From an optimization exercise on the open Yosys and OpenROAD flow, aimed at small area and a short achievable clock period; shortcuts taken in it are not production practice. Only simulation tests tie the RTL to the original design; equivalence was not proved. Power and IR drop assume default switching activity.

Design pst_brain_core, start of the top module:
module pst_brain_core (
  input  logic       clk,
  input  logic       rst,
  input  logic [7:0] cur0,
  input  logic [7:0] cur1,
  input  logic [7:0] cur2,
  input  logic [7:0] cur3,
  output logic [7:0] phase0,
  output logic [7:0] phase1,
  output logic [7:0] phase2,
  output logic [7:0] phase3,
  output logic [2:0] winner,
  output logic [7:0] winner_score,
  output logic [7:0] winner_rel,
  output logic [7:0] w_ab,
  output logic [7:0] w_ac,
  output logic [7:0] w_ad,
  output logic [7:0] w_bc,
  output logic [7:0] w_bd,
  output logic [7:0] w_cd,
  output logic [7:0] seq_slot_A,
  output logic [7:0] seq_slot_B,
  output logic       seq_force_valid,
  output logic [7:0] seq_force_pred,
  output logic [7:0] pred_out,
  output logic [7:0] pred_err,
  output logic       reward_out,
  output logic [2:0] gamma_cnt,
  output logic [2:0] theta_cnt,
  output logic       theta_tick,
  output logic       episode_last,
  output logic [2:0] ep_winner,
  output logic [3:0] ep_strength,
  output logic       ep_valid,
  output logic       exploit_mode,
  output logic       explore_mode,
  output logic [1:0] confidence_level,
  output logic       err_explore,
  output logic       delta_tick,
  output logic [2:0] topic_winner,
  output logic [2:0] topic_strength,
  output logic       topic_valid
);
For scale: about 310 flip-flops.
export LEC_CHECK = 0
export ABC_AREA = 1
export CAP_MARGIN = 20
export CORE_MARGIN = 2
export CORE_UTILIZATION = 60
export CTS_BUF_LIST = sky130_fd_sc_hd__clkbuf_8
export CTS_CLUSTER_DIAMETER = 60
export CTS_CLUSTER_SIZE = 16
export SLEW_MARGIN = 20
create_clock -name core_clock -period 40.0 [get_ports {clk}]
standard.sh (not shown) runs the stock make flow with config.mk's settings and CLKGATE_MAP_FILE= SYNTH_SCRIPT=/design/flow/synth_recipe.tcl, a recipe that flattens the netlist after the stock synthesis.
==> flow/flow/run.sh <==
#!/bin/bash
set -euo pipefail
bash standard.sh BUFFER_PORTS_ARGS="-buffer_cell sky130_fd_sc_hd__buf_1" SETUP_SLACK_MARGIN=30.7 finish > standard.log 2>&1
Then changed:
==> flow/flow/run.sh (replaced) <==
#!/bin/bash
# The standard layout with these changes:
# - synthesis maps the logic with the ABC script flow/abc_area.script (an area-recovering
#   mapping) in place of ORFS's abc_area.script; the scripts folder is otherwise ORFS's own,
#   copied unchanged, and synthesis still runs through synth_recipe.tcl;
# - the adder step (extract_fa and its map file) is skipped, so ABC maps adders too;
# - the ports are buffered with buf_1 instead of the delay buffer buffer_ports picks;
# - the timing repair steps aim for a setup slack margin of 30.7 ns, so that they size up the
#   slowest paths;
# - clock tree synthesis runs with config.mk's CTS settings without dummy loads and with a clkbuf_16 at the root.
# The clock constraint (constraint.sdc) is unchanged. Each tool's output is in orfs/logs; make's
# own output goes to standard.log.
set -euo pipefail
here=$(pwd)
rm -rf "$here/scripts_abc"
cp -r "$FLOW_HOME/scripts" "$here/scripts_abc"
cp "$here/flow/abc_area.script" "$here/scripts_abc/abc_area.script"
bash standard.sh SCRIPTS_DIR="$here/scripts_abc" BUFFER_PORTS_ARGS="-buffer_cell sky130_fd_sc_hd__buf_1" ADDER_MAP_FILE= SETUP_SLACK_MARGIN=30.7 CTS_ARGS="-sink_clustering_enable -repair_clock_nets -sink_clustering_size 16 -sink_clustering_max_diameter 60 -buf_list sky130_fd_sc_hd__clkbuf_8 -dont_use_dummy_load -root_buf sky130_fd_sc_hd__clkbuf_16" finish > standard.log 2>&1
==> flow/flow/abc_area.script (new file) <==
&get -n
&st
&dc2
&dch -f
&nf -R 1000 -p
&st
&dc2
&dch -f
&nf -R 1000 -p
&put
topo
After rerunning:
- wire length came out lower by 18%
- via count came out lower by about 13%
- final cell count came out lower by about 21%
- die area came out lower by 15%
- global-route usage came out lower by 1.4 points
- power came out lower by 6.7%
- clock skew came out higher by 0.0051 ns
- hold slack is worse by 0.0033 ns
- combinational power came out higher by 56%
Then changed:
==> flow/flow/run.sh (replaced) <==
#!/bin/bash
set -euo pipefail
bash standard.sh BUFFER_PORTS_ARGS="-buffer_cell sky130_fd_sc_hd__buf_1" finish > standard.log 2>&1
- CORE_UTILIZATION: 60 -> 70
removed: flow/flow/abc_area.script
Effect:
- total power climbs by 3.0%
- final cell count rose by 22%
- die area went up by 1.5%
- worst setup slack got worse by 0.88 ns
- count of clock-buffer cells in the layout is higher by 2
- via count increases by 18%
- synthesized area went up by 19%
- wire length grows by 18%
- first-iteration DRC count is higher by 23%
- cell area came out higher by 11%
- global-route usage came out higher by 6.0 points
Then changed:
==> flow/flow/run.sh (replaced) <==
#!/bin/bash
# The standard layout with these changes:
# - synthesis maps the logic with the ABC script flow/abc_area.script (an area-recovering
#   mapping) in place of ORFS's abc_area.script; the scripts folder is otherwise ORFS's own,
#   copied unchanged, and synthesis still runs through synth_recipe.tcl;
# - the adder step (extract_fa and its map file) is skipped, so ABC maps adders too;
# - the ports are buffered with buf_1 instead of the delay buffer buffer_ports picks;
# - the timing repair steps aim for a setup slack margin of 30.4 ns, so that they size up the
#   slowest paths.
# The clock constraint (constraint.sdc) is unchanged. Each tool's output is in orfs/logs; make's
# own output goes to standard.log.
set -euo pipefail
here=$(pwd)
rm -rf "$here/scripts_abc"
cp -r "$FLOW_HOME/scripts" "$here/scripts_abc"
cp "$here/flow/abc_area.script" "$here/scripts_abc/abc_area.script"
bash standard.sh SCRIPTS_DIR="$here/scripts_abc" BUFFER_PORTS_ARGS="-buffer_cell sky130_fd_sc_hd__buf_1" ADDER_MAP_FILE= SETUP_SLACK_MARGIN=30.4 finish > standard.log 2>&1
==> flow/flow/abc_area.script (new file) <==
&get -n
&st
&dch -f
&nf -R 1000 -p
&put
topo
- CORE_UTILIZATION: 70 -> 60
After rerunning: Global-route usage is lower by 5.8 points. Final area drops by 8.8%. Register-to-register slack improves by 1.0 ns. First-iteration DRC count falls by about 20%. Synthesized cell count is lower by about 20%.
Then changed:
==> flow/flow/run.sh (replaced) <==
#!/bin/bash
set -euo pipefail
bash standard.sh BUFFER_PORTS_ARGS="-buffer_cell sky130_fd_sc_hd__buf_1" SETUP_SLACK_MARGIN=30.4 finish > standard.log 2>&1
- GPL_TIMING_DRIVEN: default -> 1
removed: flow/flow/abc_area.script
Global-route usage goes up by 0.49 points.
Setup slack gets worse by 0.053 ns.
Final area goes up by 11%.
Synthesized area goes up by 16%.
Wire length goes up by 17%.
Then changed:
==> flow/flow/run.sh (replaced) <==
#!/bin/bash
# The standard layout with these changes:
# - synthesis maps the logic with the ABC script flow/abc_area.script (an area-recovering
#   mapping) in place of ORFS's abc_area.script; the scripts folder is otherwise ORFS's own,
#   copied unchanged, and synthesis still runs through synth_recipe.tcl;
# - the adder step (extract_fa and its map file) is skipped, so ABC maps adders too;
# - the ports are buffered with buf_1 instead of the delay buffer buffer_ports picks;
# - the timing repair steps aim for a setup slack margin of 30.7 ns, so that they size up the
#   slowest paths.
# The clock constraint (constraint.sdc) is unchanged. Each tool's output is in orfs/logs; make's
# own output goes to standard.log.
set -euo pipefail
here=$(pwd)
rm -rf "$here/scripts_abc"
cp -r "$FLOW_HOME/scripts" "$here/scripts_abc"
cp "$here/flow/abc_area.script" "$here/scripts_abc/abc_area.script"
bash standard.sh SCRIPTS_DIR="$here/scripts_abc" BUFFER_PORTS_ARGS="-buffer_cell sky130_fd_sc_hd__buf_1" ADDER_MAP_FILE= SETUP_SLACK_MARGIN=30.7 finish > standard.log 2>&1
==> flow/flow/abc_area.script (new file) <==
&get -n
&st
&dc2
&dch -f
&nf -R 1000 -p
&st
&dc2
&dch -f
&nf -R 1000 -p
&put
topo
- CTS_CLUSTER_SIZE: 16 -> 20
- GPL_TIMING_DRIVEN: 1 -> default
What happened: Via count drops by 12%; wire length went down by about 16%; synthesized cell count falls by about 25%; area after synthesis is lower by about 16%; final area shrinks by 10%; worst setup slack improved by 0.28 ns; sequential power came out higher by about 2%.

Setup of try-indigo:
pst_brain_core, a different RTL version from the one above (not shown whole).
Size: ~3000 cells after synthesis, about 320 flip-flops.
clock: 40.0 ns
lec_check: 0
abc_area: 1
cap_margin: 20
core_margin: 2
core_utilization: 40
slew_margin: 20
==> flow/flow/run.sh <==
#!/bin/bash
set -euo pipefail
bash standard.sh BUFFER_PORTS_ARGS="-buffer_cell sky130_fd_sc_hd__buf_1" SETUP_SLACK_MARGIN=31 finish > standard.log 2>&1
try-indigo finished end to end and its layout was clean on timing, DRC and antenna.
Modified inputs, try-ember compared to try-indigo
Settings: CORE_UTILIZATION changed from 40 to 60.
==> flow/flow/run.sh <==
#!/bin/bash
set -euo pipefail
bash standard.sh BUFFER_PORTS_ARGS="-buffer_cell sky130_fd_sc_hd__buf_1" finish > standard.log 2>&1
### Flow results
Relative to try-indigo, the area of the core region measured on try-ember has decreased by more than a quarter.
Summary: worst hold slack, try-ember worse than try-indigo
Diff try-ember..try-indigo | buffer and inverter count on the worst path | unchanged
Compared to try-indigo, the routing of try-ember uses less wire.
Inputs modified between try-ember and try-cedar:
Settings: CORE_UTILIZATION now 40, was 60.
[summary]
Summary: wire length of the first global-routing pass, try-cedar worse than try-ember
The number of fill cells in the layout in try-ember is 0.56 times that in try-cedar.
Compared try-cedar vs try-ember, and core area is up in try-cedar.
Design area (higher): try-cedar
Compared with try-ember, try-cedar shows a higher clock group share of total power.
try-ember -> try-cedar: worst supply voltage drop on vdd decreased by more than 10%
A uppermost layer routed of met4 is what try-cedar shows, while met5 belongs to try-ember.
Min final standard cell utilization of the core across try-cedar and try-ember: try-cedar
try-cedar vs. try-ember: smallest setup slack after layout went up by 0.027 ns.
Between try-cedar and try-ember, it is try-cedar whose final weighted congestion in routability-driven placement is lower, by 0.055.

## tundra
Another version of the RTL of pst_brain_core (not shown whole).
Size: ~21000 um^2 of cells after synthesis.
Settings: LEC_CHECK=0, ABC_AREA=1, CAP_MARGIN=20, CORE_MARGIN=2, CORE_UTILIZATION=60, CTS_BUF_LIST=sky130_fd_sc_hd__clkbuf_8, CTS_CLUSTER_DIAMETER=60, CTS_CLUSTER_SIZE=16, SLEW_MARGIN=20; clock period 40.0 ns.
==> flow/flow/run.sh <==
#!/bin/bash
# The standard layout with these changes:
# - synthesis maps the logic with the ABC script flow/abc_area.script (an area-recovering
#   mapping) in place of ORFS's abc_area.script; the scripts folder is otherwise ORFS's own,
#   copied unchanged, and synthesis still runs through synth_recipe.tcl;
# - the ports are buffered with buf_1 instead of the delay buffer buffer_ports picks;
# - the timing repair steps aim for a setup slack margin of 30.4 ns, so that they size up the
#   slowest paths.
# The clock constraint (constraint.sdc) is unchanged. Each tool's output is in orfs/logs; make's
# own output goes to standard.log.
set -euo pipefail
here=$(pwd)
rm -rf "$here/scripts_abc"
cp -r "$FLOW_HOME/scripts" "$here/scripts_abc"
cp "$here/flow/abc_area.script" "$here/scripts_abc/abc_area.script"
bash standard.sh SCRIPTS_DIR="$here/scripts_abc" BUFFER_PORTS_ARGS="-buffer_cell sky130_fd_sc_hd__buf_1" SETUP_SLACK_MARGIN=30.4 finish > standard.log 2>&1
==> flow/flow/abc_area.script <==
&get -n
&st
&dch -f
&nf -R 1000 -p
&put
topo
tundra: flow completed, timing, DRC and antenna clean
--- input diff tundra..amber ---
==> flow/flow/run.sh <==
#!/bin/bash
set -euo pipefail
bash standard.sh BUFFER_PORTS_ARGS="-buffer_cell sky130_fd_sc_hd__buf_1" SETUP_SLACK_MARGIN=30.4 finish > standard.log 2>&1
removed: flow/flow/abc_area.script
Results
amber vs. tundra: total power per unit cell area fell by 7.3%, slew at the pin with the worst max-slew slack level, post-route worst setup slack rose by 11 ps. Max number of library cell types mapped by synthesis across amber and tundra: amber. Diff amber..tundra | layout sequential cell count | unchanged. The placeable core area in amber was higher than what tundra gave. In the route summary, amber ends up with a via count exceeding that of tundra. On total power, tundra loses to amber. amber vs tundra — count of plain and timing-repair buffers dropped 7.
Relative to amber, the following input files were edited for harbor:
==> flow/flow/run.sh <==
#!/bin/bash
# The standard layout with these changes:
# - synthesis maps the logic with the ABC script flow/abc_area.script (an area-recovering
#   mapping) in place of ORFS's abc_area.script; the scripts folder is otherwise ORFS's own,
#   copied unchanged, and synthesis still runs through synth_recipe.tcl;
# - the ports are buffered with buf_1 instead of the delay buffer buffer_ports picks;
# - the timing repair steps aim for a setup slack margin of 30.4 ns, so that they size up the
#   slowest paths.
# The clock constraint (constraint.sdc) is unchanged. Each tool's output is in orfs/logs; make's
# own output goes to standard.log.
set -euo pipefail
here=$(pwd)
rm -rf "$here/scripts_abc"
cp -r "$FLOW_HOME/scripts" "$here/scripts_abc"
cp "$here/flow/abc_area.script" "$here/scripts_abc/abc_area.script"
bash standard.sh SCRIPTS_DIR="$here/scripts_abc" BUFFER_PORTS_ARGS="-buffer_cell sky130_fd_sc_hd__buf_1" SETUP_SLACK_MARGIN=30.4 finish > standard.log 2>&1
==> flow/flow/abc_area.script (new file) <==
&get -n
&st
&dch -f
&nf -R 1000
&put
topo
stime -c
buffer -c
upsize -c
dnsize -c
[summary]
- harbor vs. amber: pin count of the biggest net entering global routing went down 59%, share of final-layout standard cells stronger than drive strength 1 increased by 0.96 points relative to the old numbers, post-layout instance area shows a reduction of 1100 um^2, number of standard-cell rows in the floorplan now sits lower, power dissipated by switching net loads increased by 2.8% relative to the old numbers.
- Of the two candidates, amber has the worse first-pass GRT wire length and harbor the better one.
- Worst setup slack: harbor vs amber up 11 ps
- Compared to amber, the routing of harbor uses less wire.

pst_brain_core again, from the RTL that the note above started with.
clock: 40.0 ns
lec_check: 0
abc_area: 1
cap_margin: 20
core_margin: 2
core_utilization: 60
cts_buf_list: sky130_fd_sc_hd__clkbuf_8
cts_cluster_diameter: 60
cts_cluster_size: 16
slew_margin: 20
==> flow/flow/run.sh <==
#!/bin/bash
# The standard layout with these changes:
# - synthesis maps the logic with the ABC script flow/abc_area.script (an area-recovering
#   mapping) in place of ORFS's abc_area.script; the scripts folder is otherwise ORFS's own,
#   copied unchanged, and synthesis still runs through synth_recipe.tcl;
# - the ports are buffered with buf_1 instead of the delay buffer buffer_ports picks;
# - the timing repair steps aim for a setup slack margin of 30.4 ns, so that they size up the
#   slowest paths.
# The clock constraint (constraint.sdc) is unchanged. Each tool's output is in orfs/logs; make's
# own output goes to standard.log.
set -euo pipefail
here=$(pwd)
rm -rf "$here/scripts_abc"
cp -r "$FLOW_HOME/scripts" "$here/scripts_abc"
cp "$here/flow/abc_area.script" "$here/scripts_abc/abc_area.script"
bash standard.sh SCRIPTS_DIR="$here/scripts_abc" BUFFER_PORTS_ARGS="-buffer_cell sky130_fd_sc_hd__buf_1" SETUP_SLACK_MARGIN=30.4 finish > standard.log 2>&1
==> flow/flow/abc_area.script <==
strash
dch
map -a
topo
stime -c
buffer -c
upsize -c
dnsize -c
The baseline ran to the end with no violations.
==> next run, changes <==
--- a/flow/flow/run.sh
+++ b/flow/flow/run.sh
@@ -5,2 +5,3 @@
 #   copied unchanged, and synthesis still runs through synth_recipe.tcl;
+# - the adder step (extract_fa and its map file) is skipped, so ABC maps adders too;
 # - the ports are buffered with buf_1 instead of the delay buffer buffer_ports picks;
@@ -15,2 +16,2 @@
 cp "$here/flow/abc_area.script" "$here/scripts_abc/abc_area.script"
-bash standard.sh SCRIPTS_DIR="$here/scripts_abc" BUFFER_PORTS_ARGS="-buffer_cell sky130_fd_sc_hd__buf_1" SETUP_SLACK_MARGIN=30.4 finish > standard.log 2>&1
+bash standard.sh SCRIPTS_DIR="$here/scripts_abc" BUFFER_PORTS_ARGS="-buffer_cell sky130_fd_sc_hd__buf_1" ADDER_MAP_FILE= SETUP_SLACK_MARGIN=30.4 finish > standard.log 2>&1
==> flow/flow/abc_area.script (replaced) <==
&get -n
&st
&dch -f
&nf -R 1000 -p
&put
topo
What happened: The new run completed without violations; flip-flop and latch count stays the same; synthesized area goes down by 11%; worst setup slack gets worse by 0.074 ns; critical path depth goes up by 14; fmax goes down by 0.78%; sequential power goes up by about 5%.
==> next run, changes <==
==> flow/flow/run.sh (replaced) <==
#!/bin/bash
set -euo pipefail
bash standard.sh BUFFER_PORTS_ARGS="-buffer_cell sky130_fd_sc_hd__buf_1" SETUP_SLACK_MARGIN=30.4 finish > standard.log 2>&1
CTS_BUF_LIST = sky130_fd_sc_hd__clkbuf_8 sky130_fd_sc_hd__clkbuf_16   (was sky130_fd_sc_hd__clkbuf_8)
removed: flow/flow/abc_area.script
Effect:
- The changed run completed with no timing, DRC or antenna violations
- worst setup slack improved by 0.11 ns
- non-clock buffer count falls by 26
- total power shrinks by 0.98%
- worst hold slack is about the same
- combinational power fell by 68%
- synthesized cell count grows by 26%
- register-to-register slack is better by 0.10 ns
- sequential cell count stays the same
- utilization falls by 2.6 points
- global-route usage is lower by 0.98 points
- wire length increases by 11%
==> next run, changes <==
==> flow/flow/run.sh (replaced) <==
#!/bin/bash
set -euo pipefail
bash standard.sh BUFFER_PORTS_ARGS="-buffer_cell sky130_fd_sc_hd__buf_1" SETUP_SLACK_MARGIN=30.5 finish > standard.log 2>&1
CTS_BUF_LIST = sky130_fd_sc_hd__clkbuf_8   (was sky130_fd_sc_hd__clkbuf_8 sky130_fd_sc_hd__clkbuf_16)
What happened:
- fmax stays flat
- clock-buffer cell count drops by 2
- design area came out lower by about 0.9%
- core utilization fell by 0.61 points
- clock power shrinks by 24%
- hold slack improves by 0.0043 ns
==> next run, changes <==
==> flow/flow/run.sh (replaced) <==
#!/bin/bash
# The standard layout with these changes:
# - synthesis maps the logic with the ABC script flow/abc_area.script (an area-recovering
#   mapping) in place of ORFS's abc_area.script; the scripts folder is otherwise ORFS's own,
#   copied unchanged, and synthesis still runs through synth_recipe.tcl;
# - the ports are buffered with buf_1 instead of the delay buffer buffer_ports picks;
# - the timing repair steps aim for a setup slack margin of 30.4 ns, so that they size up the
#   slowest paths.
# The clock constraint (constraint.sdc) is unchanged. Each tool's output is in orfs/logs; make's
# own output goes to standard.log.
set -euo pipefail
here=$(pwd)
rm -rf "$here/scripts_abc"
cp -r "$FLOW_HOME/scripts" "$here/scripts_abc"
cp "$here/flow/abc_area.script" "$here/scripts_abc/abc_area.script"
bash standard.sh SCRIPTS_DIR="$here/scripts_abc" BUFFER_PORTS_ARGS="-buffer_cell sky130_fd_sc_hd__buf_1" SETUP_SLACK_MARGIN=30.4 finish > standard.log 2>&1
==> flow/flow/abc_area.script (new file) <==
&get -n
&st
&dch -f
&nf -R 1000 -p -F 8 -A 4 -C 32
&put
topo
stime -c
buffer -c
upsize -c
dnsize -c
- The new run passed the timing, DRC and antenna checks
- via count went down by 12%
- final cell count is lower by 17%
- routed wire length drops by 9.5%

## what the ideal ports hide
How much do the figures lean on ideal ports? The routed layouts below were timed once more, with nothing changed but the port constraints. Step 1 sets driving cells, clkbuf_16 on the clock port and buf_2 on the other inputs (assumed; they add their load-dependent delay and slew). Step 2 adds t to the input delays and takes it off the output delays; t is the mean of the earliest and latest rising clock arrival at the registers after step 1. Input paths then give back, and output paths get back, about the clock's delay inside the block. a / b / c = ideal / step 1 / step 2; a / b = the first two.
| run | shift t [ns] | setup slack, ns | clock arrival spread, ns | worst data-port slew with drivers (ns) | pins driven straight from the clock port |
|---|---|---|---|---|---|
| the first run of note 1 | 0.677 | 30.598 / 30.544 / 30.176 | 0.046 / 0.046 | 0.06 | 1 |
| the second run of note 1 | 0.533 | 30.663 / 30.665 / 30.146 | 0.051 / 0.052 | 0.06 | 1 |
| the third run of note 1 | 0.635 | 29.784 / 29.784 / 29.784 | 0.034 / 0.033 | 0.03 | 1 |
| the fourth run of note 1 | 0.605 | 30.459 / 30.408 / 30.003 | 0.033 / 0.033 | 0.07 | 1 |
| the fifth run of note 1 | 0.738 | 30.406 / 30.350 / 30.050 | 0.028 / 0.027 | 0.06 | 1 |
| the sixth run of note 1 | 0.592 | 30.690 / 30.641 / 30.133 | 0.050 / 0.050 | 0.06 | 1 |
| try-indigo | 0.630 | 30.613 / 30.621 / 29.991 | 0.021 / 0.020 | 0.07 | 1 |
| try-ember | 0.623 | 30.437 / 30.459 / 29.836 | 0.021 / 0.021 | 0.05 | 1 |
| try-cedar | 0.618 | 30.464 / 30.464 / 29.928 | 0.022 / 0.022 | 0.04 | 1 |
| tundra | 0.603 | 30.473 / 30.421 / 30.098 | 0.042 / 0.041 | 0.06 | 1 |
| amber | 0.702 | 30.485 / 30.434 / 30.046 | 0.031 / 0.032 | 0.06 | 1 |
| harbor | 0.641 | 30.496 / 30.445 / 30.083 | 0.041 / 0.042 | 0.04 | 1 |
| the first run of note 4 | 0.651 | 30.516 / 30.463 / 30.064 | 0.032 / 0.031 | 0.04 | 1 |
| the second run of note 4 | 0.613 | 30.441 / 30.453 / 29.840 | 0.032 / 0.032 | 0.07 | 1 |
| the third run of note 4 | 0.647 | 30.551 / 30.494 / 30.035 | 0.018 / 0.018 | 0.05 | 1 |
| the fourth run of note 4 | 0.702 | 30.546 / 30.494 / 30.161 | 0.025 / 0.025 | 0.04 | 1 |
| the fifth run of note 4 | 0.647 | 30.508 / 30.458 / 30.074 | 0.030 / 0.030 | 0.04 | 1 |
After both steps setup and hold are still met in every run listed. The setup slack of try-indigo, which loses most, moves by +0.008 ns with the drivers and by -0.622 ns with both steps. Setup slack includes reset recovery checks.
